Source: an optimization exercise on an open RTL-to-GDS flow (aim: small area, a short achievable clock period and few clock cycles per item). Production flows keep margins and buffers that such runs may drop. In this exercise RTL edits were held to simulation tests only and were not proved equivalent to the original.

==> inputs of run F <==
==> flow/design.v (excerpt) <==
module magnetometer_heading_core #(
    parameter int CORDIC_STEPS = mhdg_pkg::CORDIC_STEPS_DEF,
    parameter int SAMPLE_WIDTH = mhdg_pkg::SAMPLE_WIDTH_DEF
) (
    input  logic                                i_clk,
    input  logic                                i_rst_n,
    input  logic                                i_s_tvalid,
    output logic                                o_s_tready,
    input  logic [mhdg_pkg::S_TDATA_W-1:0]      i_s_tdata,    
    input  logic                                i_s_tuser,    
    output logic                                o_m_tvalid,
    input  logic                                i_m_tready,
    output logic [mhdg_pkg::M_TDATA_W-1:0]      o_m_tdata,    
    input  logic                                i_cfg_we,
    input  logic [mhdg_pkg::CFG_IDX_W-1:0]      i_cfg_idx,
    input  logic [mhdg_pkg::CFG_DATA_W-1:0]     i_cfg_data
);
    logic [15:0] r_bias_x, r_bias_y;
  ...
Settings: LEC_CHECK=0, ABC_AREA=1, CAP_MARGIN=20, CORE_MARGIN=2, CORE_UTILIZATION=40, GPL_TIMING_DRIVEN=0, SLEW_MARGIN=20; clock period 13.0 ns.
standard.sh (not shown) runs the stock make flow with config.mk's settings and CLKGATE_MAP_FILE= SYNTH_SCRIPT=/design/flow/synth_recipe.tcl, a recipe that flattens the netlist after the stock synthesis.
==> flow/flow/run.sh <==
#!/bin/bash
# The standard layout, except that the port buffers buffer_ports inserts are
# sky130_fd_sc_hd__buf_4 cells rather than the library's default choice.
set -euo pipefail
bash standard.sh 'BUFFER_PORTS_ARGS=-buffer_cell sky130_fd_sc_hd__buf_4' finish > standard_sh.log 2>&1
==> inputs of run G, as changes to run F <==
--- a/flow/design.v
+++ b/flow/design.v
@@ -1229,126 +1229,140 @@
     assign w3_qn = w3_vsx && w3_vsy;
     assign w3_zero = (r3_mx == 16'd0) && (r3_my == 16'd0);
     wire [24:0] s4_x_1 = {r4_x_1, 8'd0};
     wire [24:0] s4_y_1 = {r4_y_1, 8'd0};
     assign w4_d_1 = !s4_y_1[24];
     wire [24:0] w4_xs = {{1{1'b0}}, s4_x_1[24:1]};
     wire [24:0] w4_yl = s4_y_1[24:0];
-    wire [25:0] w4_ya = {w4_yl, 1'b1} + {w4_xs ^ {25{w4_d_1}}, w4_d_1};
-    assign w4_y_2 = w4_ya[25:1];
+    wire [24:0] w4_yp = w4_yl - w4_xs;
+    wire [24:0] w4_yn = w4_yl + w4_xs;
+    assign w4_y_2 = w4_d_1 ? w4_yp : w4_yn;
     wire [24:0] w4_ys = {{1{s4_y_1[24]}}, s4_y_1[24:1]};
     wire [25:0] w4_xa = {s4_x_1, 1'b1} + {w4_ys ^ {25{!w4_d_1}}, !w4_d_1};
     assign w4_x_2 = w4_xa[25:1];
     wire [24:0] s5_y_2 = {r5_y_2, 7'd0};
     wire [24:0] s5_x_2 = {r5_x_2, 7'd0};
     assign w5_d_2 = !s5_y_2[24];
     wire [23:0] w5_xs = {{1{1'b0}}, s5_x_2[24:2]};
     wire [23:0] w5_yl = s5_y_2[23:0];
-    wire [24:0] w5_ya = {w5_yl, 1'b1} + {w5_xs ^ {24{w5_d_2}}, w5_d_2};
-    assign w5_y_3 = w5_ya[24:1];
+    wire [23:0] w5_yp = w5_yl - w5_xs;
+    wire [23:0] w5_yn = w5_yl + w5_xs;
+    assign w5_y_3 = w5_d_2 ? w5_yp : w5_yn;
     wire [24:0] w5_ys = {{2{s5_y_2[24]}}, s5_y_2[24:2]};
     wire [25:0] w5_xa = {s5_x_2, 1'b1} + {w5_ys ^ {25{!w5_d_2}}, !w5_d_2};
     assign w5_x_3 = w5_xa[25:1];
     wire [23:0] s6_y_3 = {r6_y_3, 5'd0};
     wire [24:0] s6_x_3 = {r6_x_3, 5'd0};
     assign w6_d_3 = !s6_y_3[23];
     wire [21:0] w6_xs = s6_x_3[24:3];
     wire [21:0] w6_yl = s6_y_3[21:0];
-    wire [22:0] w6_ya = {w6_yl, 1'b1} + {w6_xs ^ {22{w6_d_3}}, w6_d_3};
-    assign w6_y_4 = w6_ya[22:1];
+    wire [21:0] w6_yp = w6_yl - w6_xs;
+    wire [21:0] w6_yn = w6_yl + w6_xs;
+    assign w6_y_4 = w6_d_3 ? w6_yp : w6_yn;
     wire [24:0] w6_ys = {{4{s6_y_3[23]}}, s6_y_3[23:3]};
     wire [25:0] w6_xa = {s6_x_3, 1'b1} + {w6_ys ^ {25{!w6_d_3}}, !w6_d_3};
     assign w6_x_4 = w6_xa[25:1];
     wire [21:0] s7_y_4 = {r7_y_4, 2'd0};
     wire [24:0] s7_x_4 = {r7_x_4, 2'd0};
     assign w7_d_4 = !s7_y_4[21];
     wire [21:0] w7_xs = {{1{1'b0}}, s7_x_4[24:4]};
     wire [21:0] w7_yl = s7_y_4[21:0];
-    wire [22:0] w7_ya = {w7_yl, 1'b1} + {w7_xs ^ {22{w7_d_4}}, w7_d_4};
-    assign w7_y_5 = w7_ya[22:1];
+    wire [21:0] w7_yp = w7_yl - w7_xs;
+    wire [21:0] w7_yn = w7_yl + w7_xs;
+    assign w7_y_5 = w7_d_4 ? w7_yp : w7_yn;
     wire [24:0] w7_ys = {{7{s7_y_4[21]}}, s7_y_4[21:4]};
     wire [25:0] w7_xa = {s7_x_4, 1'b1} + {w7_ys ^ {25{!w7_d_4}}, !w7_d_4};
     assign w7_x_5 = w7_xa[25:1];
     assign w8_d_5 = !r8_y_5[21];
     wire [20:0] w8_xs = {{1{1'b0}}, r8_x_5[24:5]};
     wire [20:0] w8_yl = r8_y_5[20:0];
-    wire [21:0] w8_ya = {w8_yl, 1'b1} + {w8_xs ^ {21{w8_d_5}}, w8_d_5};
-    assign w8_y_6 = w8_ya[21:1];
+    wire [20:0] w8_yp = w8_yl - w8_xs;
+    wire [20:0] w8_yn = w8_yl + w8_xs;
+    assign w8_y_6 = w8_d_5 ? w8_yp : w8_yn;
     wire [24:0] w8_ys = {{8{r8_y_5[21]}}, r8_y_5[21:5]};
     wire [25:0] w8_xa = {r8_x_5, 1'b1} + {w8_ys ^ {25{!w8_d_5}}, !w8_d_5};
     assign w8_x_6 = w8_xa[25:1];
     assign w9_d_6 = !r9_y_6[20];
     wire [19:0] w9_xs = {{1{1'b0}}, r9_x_6[24:6]};
     wire [19:0] w9_yl = r9_y_6[19:0];
-    wire [20:0] w9_ya = {w9_yl, 1'b1} + {w9_xs ^ {20{w9_d_6}}, w9_d_6};
-    assign w9_y_7 = w9_ya[20:1];
+    wire [19:0] w9_yp = w9_yl - w9_xs;
+    wire [19:0] w9_yn = w9_yl + w9_xs;
+    assign w9_y_7 = w9_d_6 ? w9_yp : w9_yn;
     wire [24:0] w9_ys = {{10{r9_y_6[20]}}, r9_y_6[20:6]};
     wire [25:0] w9_xa = {r9_x_6, 1'b1} + {w9_ys ^ {25{!w9_d_6}}, !w9_d_6};
     assign w9_x_7 = w9_xa[25:1];
     assign w10_d_7 = !r10_y_7[19];
     wire [18:0] w10_xs = {{1{1'b0}}, r10_x_7[24:7]};
     wire [18:0] w10_yl = r10_y_7[18:0];
-    wire [19:0] w10_ya = {w10_yl, 1'b1} + {w10_xs ^ {19{w10_d_7}}, w10_d_7};
-    assign w10_y_8 = w10_ya[19:1];
+    wire [18:0] w10_yp = w10_yl - w10_xs;
+    wire [18:0] w10_yn = w10_yl + w10_xs;
+    assign w10_y_8 = w10_d_7 ? w10_yp : w10_yn;
     wire [24:0] w10_ys = {{12{r10_y_7[19]}}, r10_y_7[19:7]};
     wire [25:0] w10_xa = {r10_x_7, 1'b1} + {w10_ys ^ {25{!w10_d_7}}, !w10_d_7};
     assign w10_x_8 = w10_xa[25:1];
     assign w11_d_8 = !r11_y_8[18];
     wire [17:0] w11_xs = {{1{1'b0}}, r11_x_8[24:8]};
     wire [17:0] w11_yl = r11_y_8[17:0];
-    wire [18:0] w11_ya = {w11_yl, 1'b1} + {w11_xs ^ {18{w11_d_8}}, w11_d_8};
-    assign w11_y_9 = w11_ya[18:1];
+    wire [17:0] w11_yp = w11_yl - w11_xs;
+    wire [17:0] w11_yn = w11_yl + w11_xs;
+    assign w11_y_9 = w11_d_8 ? w11_yp : w11_yn;
     wire [24:0] w11_ys = {{14{r11_y_8[18]}}, r11_y_8[18:8]};
     wire [25:0] w11_xa = {r11_x_8, 1'b1} + {w11_ys ^ {25{!w11_d_8}}, !w11_d_8};
     assign w11_x_9 = w11_xa[25:1];
     assign w12_d_9 = !r12_y_9[17];
     wire [16:0] w12_xs = {{1{1'b0}}, r12_x_9[24:9]};
     wire [16:0] w12_yl = r12_y_9[16:0];
-    wire [17:0] w12_ya = {w12_yl, 1'b1} + {w12_xs ^ {17{w12_d_9}}, w12_d_9};
-    assign w12_y_10 = w12_ya[17:1];
+    wire [16:0] w12_yp = w12_yl - w12_xs;
+    wire [16:0] w12_yn = w12_yl + w12_xs;
+    assign w12_y_10 = w12_d_9 ? w12_yp : w12_yn;
     wire [24:0] w12_ys = {{16{r12_y_9[17]}}, r12_y_9[17:9]};
     wire [25:0] w12_xa = {r12_x_9, 1'b1} + {w12_ys ^ {25{!w12_d_9}}, !w12_d_9};
     assign w12_x_10 = w12_xa[25:1];
     assign w13_d_10 = !r13_y_10[16];
     wire [15:0] w13_xs = {{1{1'b0}}, r13_x_10[24:10]};
     wire [15:0] w13_yl = r13_y_10[15:0];
-    wire [16:0] w13_ya = {w13_yl, 1'b1} + {w13_xs ^ {16{w13_d_10}}, w13_d_10};
-    assign w13_y_11 = w13_ya[16:1];
+    wire [15:0] w13_yp = w13_yl - w13_xs;
+    wire [15:0] w13_yn = w13_yl + w13_xs;
+    assign w13_y_11 = w13_d_10 ? w13_yp : w13_yn;
     wire [24:0] w13_ys = {{18{r13_y_10[16]}}, r13_y_10[16:10]};
     wire [25:0] w13_xa = {r13_x_10, 1'b1} + {w13_ys ^ {25{!w13_d_10}}, !w13_d_10};
     assign w13_x_11 = w13_xa[25:1];
     assign w14_d_11 = !r14_y_11[15];
     wire [14:0] w14_xs = {{1{1'b0}}, r14_x_11[24:11]};
     wire [14:0] w14_yl = r14_y_11[14:0];
-    wire [15:0] w14_ya = {w14_yl, 1'b1} + {w14_xs ^ {15{w14_d_11}}, w14_d_11};
-    assign w14_y_12 = w14_ya[15:1];
+    wire [14:0] w14_yp = w14_yl - w14_xs;
+    wire [14:0] w14_yn = w14_yl + w14_xs;
+    assign w14_y_12 = w14_d_11 ? w14_yp : w14_yn;
     wire [24:0] w14_ys = {{20{r14_y_11[15]}}, r14_y_11[15:11]};
     wire [25:0] w14_xa = {r14_x_11, 1'b1} + {w14_ys ^ {25{!w14_d_11}}, !w14_d_11};
     assign w14_x_12 = w14_xa[25:1];
     assign w15_d_12 = !r15_y_12[14];
     wire [13:0] w15_xs = {{1{1'b0}}, r15_x_12[24:12]};
     wire [13:0] w15_yl = r15_y_12[13:0];
-    wire [14:0] w15_ya = {w15_yl, 1'b1} + {w15_xs ^ {14{w15_d_12}}, w15_d_12};
-    assign w15_y_13 = w15_ya[14:1];
+    wire [13:0] w15_yp = w15_yl - w15_xs;
+    wire [13:0] w15_yn = w15_yl + w15_xs;
+    assign w15_y_13 = w15_d_12 ? w15_yp : w15_yn;
     wire [24:0] w15_ys = {{22{r15_y_12[14]}}, r15_y_12[14:12]};
     wire [25:0] w15_xa = {r15_x_12, 1'b1} + {w15_ys ^ {25{!w15_d_12}}, !w15_d_12};
     assign w15_x_13 = w15_xa[25:1];
     assign w16_d_13 = !r16_y_13[13];
     wire [12:0] w16_xs = {{1{1'b0}}, r16_x_13[24:13]};
     wire [12:0] w16_yl = r16_y_13[12:0];
-    wire [13:0] w16_ya = {w16_yl, 1'b1} + {w16_xs ^ {13{w16_d_13}}, w16_d_13};
-    assign w16_y_14 = w16_ya[13:1];
+    wire [12:0] w16_yp = w16_yl - w16_xs;
+    wire [12:0] w16_yn = w16_yl + w16_xs;
+    assign w16_y_14 = w16_d_13 ? w16_yp : w16_yn;
     wire [24:0] w16_ys = {{24{r16_y_13[13]}}, r16_y_13[13:13]};
     wire [25:0] w16_xa = {r16_x_13, 1'b1} + {w16_ys ^ {25{!w16_d_13}}, !w16_d_13};
     assign w16_x_14 = w16_xa[25:1];
     assign w17_d_14 = !r17_y_14[12];
     wire [11:0] w17_xs = {{1{1'b0}}, r17_x_14[24:14]};
     wire [11:0] w17_yl = r17_y_14[11:0];
-    wire [12:0] w17_ya = {w17_yl, 1'b1} + {w17_xs ^ {12{w17_d_14}}, w17_d_14};
-    assign w17_y_15 = w17_ya[12:1];
+    wire [11:0] w17_yp = w17_yl - w17_xs;
+    wire [11:0] w17_yn = w17_yl + w17_xs;
+    assign w17_y_15 = w17_d_14 ? w17_yp : w17_yn;
     assign w18_d_15 = !r18_y_15[11];
     wire [5:0] w19_zsel0 = {r18_qp, r18_qn, r18_d_0, r18_d_1, r18_d_2, r18_d_3};
     logic [25:0] w19_zlut0;
     always_comb begin
         case (w19_zsel0)
             6'd0: w19_zlut0 = 26'd60563048;
             6'd1: w19_zlut0 = 26'd61496938;
==> flow/run.sh (new file) <==
#!/bin/bash
# synth_recipe.tcl (not shown) runs the flow's synth.tcl, then flattens the netlist and writes it again
# the make line also repeats each setting of config.mk as NAME=value (left out here)
make -C /OpenROAD-flow-scripts/flow DESIGN_CONFIG=/design/flow/config.mk WORK_HOME=/design/flow/orfs CLKGATE_MAP_FILE= SYNTH_SCRIPT=/design/flow/synth_recipe.tcl finish
--- a/flow/config.mk
+++ b/flow/config.mk
@@ -5,9 +5,8 @@
 export SDC_FILE = /design/flow/constraint.sdc
 export NUM_CORES = 4
 export LEC_CHECK = 0
 export ABC_AREA = 1
 export CAP_MARGIN = 20
 export CORE_MARGIN = 2
 export CORE_UTILIZATION = 40
-export GPL_TIMING_DRIVEN = 0
 export SLEW_MARGIN = 20
removed: flow/flow/run.sh
removed: flow/standard.sh
==> impl_metrics.toml <==
[setup_path]
timing.rr.start = "r_gain_x[23]$_SDFFE_PN0P_"
crit_path_frequent_cell = "fa_1"

[status]
outcome = "timing/DRC/antenna clean"

[logic_synthesis]
yosys.area.top_type_share_pct = 37.2
synth-simple-area-share_pct = 12.4

[global_route]
gr-usage-met3_pct = 3.14

[die]
die_h_um = 496
Source of the figures above: run F

==> impl_metrics.toml <==
[min_path]
hold_path.startpoint = "r15_d_10$_DFFE_PP_"

[die]
io_pins = 91
tap_cells = 3348
die_h_um = 506

[setup_path]
timing.rr.start = "r_adv$_SDFF_PN1_"
end_kind = "register"

[logic_synthesis]
synth-simple-area-share_pct = 13.8
synth.most_common_cell = "nand2_1"
synth_compound_area_share_pct = 11.5
yosys.area.top_type_share_pct = 35.7

[clocking]
cts_setup_buffers = 0

[status]
outcome = "timing/DRC/antenna clean"

[finish]
buffer_area_share_pct = 1.15

[global_route]
gr-usage-met3_pct = 2.59
Source of the figures above: run G

Testbench counts of run F, summed over its fixed seeds: cycles 4,176, items 3,072.
Testbench counts of run G, summed over its fixed seeds: cycles 4,176, items 3,072.

## afterwards: timing with drivers on the ports
No port has a modelled driver above. Below, the same layouts with a new extraction and two added sets of constraints. Step 1 (the two cells are an assumption about what drives the block):
set clk [get_ports {i_clk}]
set_driving_cell -lib_cell sky130_fd_sc_hd__clkbuf_16 $clk
set_driving_cell -lib_cell sky130_fd_sc_hd__buf_2 [delete_from_list [all_inputs] $clk]
Step 2 adds t to the input delays and takes it off the output delays; t is the mean of the earliest and latest rising clock arrival at the registers after step 1. Input paths then give back, and output paths get back, about the clock's delay inside the block. a / b / c = no drivers / after step 1 / after step 2; a / b = the first two.
| run | shift t [ns] | setup slack, ns | worst hold slack (ns) | worst setup path at the end | worst slew at a driven data input, ns |
|---|---|---|---|---|---|
| run F | 0.892 | 8.416 / 8.416 / 8.174 | 0.381 / 0.381 / 0.381 | input to register | 0.20 |
| run G | 0.899 | 8.309 / 8.309 / 8.309 | 0.393 / 0.393 / 0.393 | register to register | 0.08 |
After both steps every run listed still meets setup and hold. The setup slack of run F, which loses most, moves by 0.000 ns with the drivers and by -0.242 ns with both steps.
